From an optimization exercise on the open Yosys and OpenROAD flow, aimed at small area, a short achievable clock period and few clock cycles per item; shortcuts taken in it are not production practice.
The RTL was checked by simulation tests, not by an equivalence proof against the original design.
Power figures rest on the tool's default switching activity, not on a simulated workload.

violet:
## fft_bitrev_buf
module fft_bitrev_buf
(
  input  logic clk,
  input  logic rst,
  input  logic din_vld,
  input  logic din_last,
  input  logic [9:0] din_re,
  input  logic [9:0] din_im,
  input  logic dout_rdy,
  output logic din_rdy,
  output logic dout_vld,
  output logic dout_last,
  output logic [5:0] dout_idx,
  output logic [9:0] dout_re,
  output logic [9:0] dout_im,
  output logic err_frame
);
  function automatic logic [5:0] bitrev(input logic [5:0] v);
    logic [5:0] r;
    for (int i = 0; i < 6; i++)
      r[i] = v[5-i];
    bitrev = r;
  endfunction
  function automatic logic [7:0] onehot3(input logic [2:0] v);
    onehot3 = 8'd1 << v;
  endfunction
  function automatic logic [5:0] rd_slot(input logic p, input logic [5:0] c);
    rd_slot = p ? c : bitrev(c);
  endfunction
  logic [19:0] in_data;     
  logic        in_vld;
  logic [5:0]  acc_cnt;     
  logic [5:0]  wr_cnt;      
  logic        wr_par;      
  logic        free_q;      
  logic        rdy_q;
  logic [5:0]  rd_cnt;      
  logic        rd_par;      
  logic [7:0]  rd_hi;       
  logic [7:0]  rd_lo;       
  logic [1:0]  n_full;      
  logic        vld_q;
  logic [19:0] out_data;
  logic [5:0]  out_idx;
  logic        out_last;
  logic        acc;
  logic        acc_wrap;
  ...
Size in the first run: ~2900 cells after synthesis, about 1400 flip-flops, about 55 I/O pins.
==> flow/config.mk <==
export PLATFORM = sky130hd
export DESIGN_NAME = fft_bitrev_buf
export DESIGN_NICKNAME = fft_bitrev_buf
export VERILOG_FILES = /design/flow/design.v
export SDC_FILE = /design/flow/constraint.sdc
export NUM_CORES = 4
export LEC_CHECK = 0
export CAP_MARGIN = 20
export CORE_MARGIN = 2
export CORE_UTILIZATION = 40
export CTS_BUF_LIST = sky130_fd_sc_hd__clkbuf_16
export CTS_CLUSTER_DIAMETER = 80
export CTS_CLUSTER_SIZE = 25
export SETUP_SLACK_MARGIN = 4.1
export SLEW_MARGIN = 20
==> flow/constraint.sdc <==
create_clock -name core_clock -period 6.5 [get_ports {clk}]
set_input_delay 1.3000 -clock core_clock [delete_from_list [all_inputs] [get_ports {clk}]]
set_output_delay 1.3000 -clock core_clock [all_outputs]
set_load 0.01 [all_outputs]
run.sh (not shown) runs the stock make flow with config.mk's settings and CLKGATE_MAP_FILE= SYNTH_SCRIPT=/design/flow/synth_recipe.tcl, a recipe that flattens the netlist after the stock synthesis.
violet ran to completion and came out clean on the timing, design-rule and antenna checks.
Testbench counts of violet, summed over its fixed seeds: cycles 19,909, samples 16,384.
Relative to violet, the following input files were edited for raven:
Settings: changing SETUP_SLACK_MARGIN from 4.1 to 4.0.
[summary]
raven completed every stage of the flow, and the final layout passed the timing, design-rule and antenna checks.
Origin of the worst setup path = rd_lo[7]$_SDFFE_PP0P_: raven; origin of the worst setup path = rdy_q$_SDFF_PP1_: violet
raven vs. violet: combined area of the multi-input logic cells barely changed; post-synth design cell area ~0 delta; half-perimeter wire length of the detailed placement result now sits lower; non-clock buffer count dropped 32; design area lower.
Input changes introduced in indigo (baseline for comparison: raven):
Settings: swapping 4.0 for 3.9 in SETUP_SLACK_MARGIN; swapping 40 for 60 in CORE_UTILIZATION.
==> comparison <==
Compared with raven, indigo shows a higher normalized max-slew margin.
Wire length was lower in the run labelled indigo.
Per the comparison of indigo with raven, die area saw a decrease; clock-cell share of area saw a decrease; number of levels in the clock H-tree saw a decrease; non-filler instance count after layout saw a decrease; global routing usage on met2 saw an increase.

fft_bitrev_buf, a different RTL version from the one above (not shown whole).
For scale: about 0.053 mm² of cells after synthesis.
// fft_bitrev_buf
module fft_bitrev_buf
(
  input  logic clk,
  input  logic rst,
  input  logic din_vld,
  input  logic din_last,
  input  logic [9:0] din_re,
  input  logic [9:0] din_im,
  input  logic dout_rdy,
  output logic din_rdy,
  output logic dout_vld,
  output logic dout_last,
  output logic [5:0] dout_idx,
  output logic [9:0] dout_re,
  output logic [9:0] dout_im,
  output logic err_frame
);
Settings: LEC_CHECK=0, CAP_MARGIN=20, CORE_MARGIN=2, CORE_UTILIZATION=55, CTS_BUF_LIST=sky130_fd_sc_hd__clkbuf_8 sky130_fd_sc_hd__clkbuf_16, CTS_CLUSTER_DIAMETER=60, CTS_CLUSTER_SIZE=16, SETUP_SLACK_MARGIN=4.0, SLEW_MARGIN=20, SYNTH_HIERARCHICAL=1; clock period 6.5 ns.
Testbench counts at the start, summed over its fixed seeds: cycles 19,909, samples 16,384.
==> next run, changes <==
Settings changed: CORE_UTILIZATION 55 to 60, CTS_BUF_LIST sky130_fd_sc_hd__clkbuf_8 sky130_fd_sc_hd__clkbuf_16 to sky130_fd_sc_hd__clkbuf_16, CTS_CLUSTER_DIAMETER 60 to 80, CTS_CLUSTER_SIZE 16 to 25.
The changed run ran to the end with no violations; routed wire length went down by a few percent; first-iteration DRC count went up by a few percent; die area came out lower by a little under a tenth; count of clock-buffer cells in the layout shrinks by 52; cell area decreases by a few percent.
==> next run, changes <==
Settings changed: CORE_UTILIZATION 60 to 55, SETUP_SLACK_MARGIN 4.0 to 4.1.
Outcome:
- die area rose by about 9%
- count of clock-buffer cells in the layout fell by 1
- worst setup slack improved by 0.088 ns
- utilization fell by 4.2 points
- synthesized cell count does not change
- total power rose by 0.63%
- wire length rose by 9.3%
- clock power rose by about 1%
==> next run, changes <==
Settings changed: PLACE_DENSITY from default to 0.8, SETUP_SLACK_MARGIN 4.1 to 4.0.
The changed run finished with timing, DRC and antenna clean.
Die area is unchanged.
Synthesized area is unchanged.
Via count rises by 0.76%.
Routed wire length falls by about 11%.
Register-to-register slack loses 0.07 ns.
==> next run, changes <==
Settings changed: PLACE_DENSITY 0.8 to default, TNS_END_PERCENT from default to 10.
Result: The changed run passed the timing, design-rule and antenna checks; power went up slightly; final cell count stays flat; die area stays the same; first-iteration DRC count came out lower by about a fifth; synthesized area is unchanged; non-clock buffer count rose by 10; via count fell by a few percent; routed wire length rose by a little under a tenth; final area hardly moves.

run 1:
fft_bitrev_buf again, from the RTL that the note above started with.
clock: 6.5 ns
lec_check: 0
cap_margin: 20
core_margin: 2
core_utilization: 55
cts_buf_list: sky130_fd_sc_hd__clkbuf_16
cts_cluster_diameter: 80
cts_cluster_size: 25
gpl_routability_driven: 0
setup_slack_margin: 4.0
slew_margin: 20
synth_hierarchical: 1
Run 1: full flow OK, the timing, design-rule and antenna checks passed
Testbench counts of run 1, summed over its fixed seeds: cycles 19,909, samples 16,384.
The inputs of run 2 differ from those of run 1 as listed below.
diff --git a/flow/config.mk b/flow/config.mk
--- a/flow/config.mk
+++ b/flow/config.mk
@@ -14,2 +14 @@
-export GPL_ROUTABILITY_DRIVEN = 0
-export SETUP_SLACK_MARGIN = 4.0
+export SETUP_SLACK_MARGIN = 3.9
## What came out
Switching portion of total power delta (run 1 -> run 2): insignificant
Diff run 2..run 1 | die area | unchanged
Of run 2 and run 1, the lower buffer count from post-CTS setup fixing belongs to run 1.
The via count reported for run 2 is higher than the one for run 1.
Compared with run 1, run 2 shows a higher detailed-routing iteration count for the pre-antenna-repair pass.
Compared with run 1, run 2 shows total power density per cell area that has gone up slightly.
Going from run 1 to run 2, final area now sits lower; routed wirelength normalized by instance count now sits higher.
Run 2 ended with every stage complete and zero timing, DRC or antenna violations.
[compare] base=run 1 new=run 2: final cell count without fillers neither gained nor lost much; count of filler cells inserted in the layout roughly the same; non-clock buffer count picked up an extra 5.
> inputs changed (run 2 -> run 3)
diff --git a/flow/config.mk b/flow/config.mk
--- a/flow/config.mk
+++ b/flow/config.mk
@@ -14 +14 @@
-export SETUP_SLACK_MARGIN = 3.9
+export SETUP_SLACK_MARGIN = 4.0
Notes after the runs:
Run 3 completed end to end with timing, DRC and antenna clean.
Diff run 2 -> run 3: share of total power in sequential cells has remained practically unchanged; final area picked up an extra 210 um2; part of the cycle the worst path needs shrank by 1.2 points; switching part of the total power flat.

RTL: one of the versions met above, not the one the previous note started from.
Size in the first run: about 1400 flip-flops, about 55 I/O pins, about 50000 sq um of cells after synthesis.
clock: 6.5 ns
lec_check: 0
cap_margin: 20
core_margin: 2
core_utilization: 40
cts_buf_list: sky130_fd_sc_hd__clkbuf_16
cts_cluster_diameter: 100
cts_cluster_size: 32
setup_slack_margin: 4.0
slew_margin: 20
Testbench counts at the start, summed over its fixed seeds: cycles 19,909, samples 16,384.
==> next run, changes <==
Settings changed: CTS_BUF_LIST sky130_fd_sc_hd__clkbuf_16 to default, CTS_CLUSTER_DIAMETER 100 to default, CTS_CLUSTER_SIZE 32 to default, SETUP_SLACK_MARGIN 4.0 to 3.9.
Power climbs by 27%. Via count climbs by 1.4%. Worst hold slack is about the same. Sequential share of layout area drops by 3.0 points. Area after synthesis stays the same. Worst setup slack degrades by 69 ps. Fmax drops by 2.6%.

[static timing again, ports no longer ideal]
The results above use ideal ports. As a check the final layouts listed here were re-extracted and re-timed, cells and wires unchanged.
Step 1 assumes that a clkbuf_16 drives the clock port and a buf_2 every other input.
Step 2 adds t to the input delays and takes it off the output delays; t is the mean of the earliest and latest rising clock arrival at the registers after step 1. Input paths then give back, and output paths get back, about the clock's delay inside the block.
a / b / c = ideal / step 1 / step 2; a / b = the first two.
| run | t (ns) | setup slack, ns | worst setup path at the end | latest minus earliest clock arrival (ns) | slew at the worst register clock pin (ns) |
|---|---|---|---|---|---|
| violet | 0.731 | 3.950 / 3.874 / 3.550 | input to register | 0.036 / 0.036 | 0.10 / 0.10 |
| raven | 0.744 | 3.938 / 3.877 / 3.383 | input to register | 0.050 / 0.049 | 0.10 / 0.10 |
| indigo | 0.742 | 3.855 / 3.855 / 3.412 | input to register | 0.024 / 0.023 | 0.10 / 0.10 |
| the first run of note 2 | 0.786 | 3.948 / 3.871 / 3.554 | input to register | 0.028 / 0.027 | 0.08 / 0.08 |
| the second run of note 2 | 0.728 | 3.888 / 3.888 / 3.491 | input to register | 0.029 / 0.029 | 0.11 / 0.11 |
| the third run of note 2 | 0.750 | 3.975 / 3.904 / 3.484 | input to register | 0.025 / 0.025 | 0.11 / 0.11 |
| the fourth run of note 2 | 0.726 | 3.904 / 3.904 / 3.403 | input to register | 0.037 / 0.038 | 0.10 / 0.10 |
| the fifth run of note 2 | 0.749 | 3.855 / 3.836 / 3.605 | input to register | 0.024 / 0.024 | 0.11 / 0.11 |
| run 1 | 0.752 | 3.941 / 3.903 / 3.371 | input to register | 0.028 / 0.028 | 0.10 / 0.10 |
| run 2 | 0.747 | 3.863 / 3.849 / 3.571 | input to register | 0.021 / 0.022 | 0.10 / 0.10 |
| run 3 | 0.752 | 3.941 / 3.903 / 3.371 | input to register | 0.028 / 0.028 | 0.10 / 0.10 |
| the first run of note 4 | 0.758 | 3.901 / 3.858 / 3.369 | input to register | 0.046 / 0.047 | 0.12 / 0.12 |
| the second run of note 4 | 0.817 | 3.833 / 3.816 / 3.066 | input to register | 0.037 / 0.036 | 0.07 / 0.07 |
After both steps setup and hold are still met in every run listed. The setup slack of the second run of note 4, which loses most, moves by -0.017 ns with the drivers and by -0.767 ns with both steps.
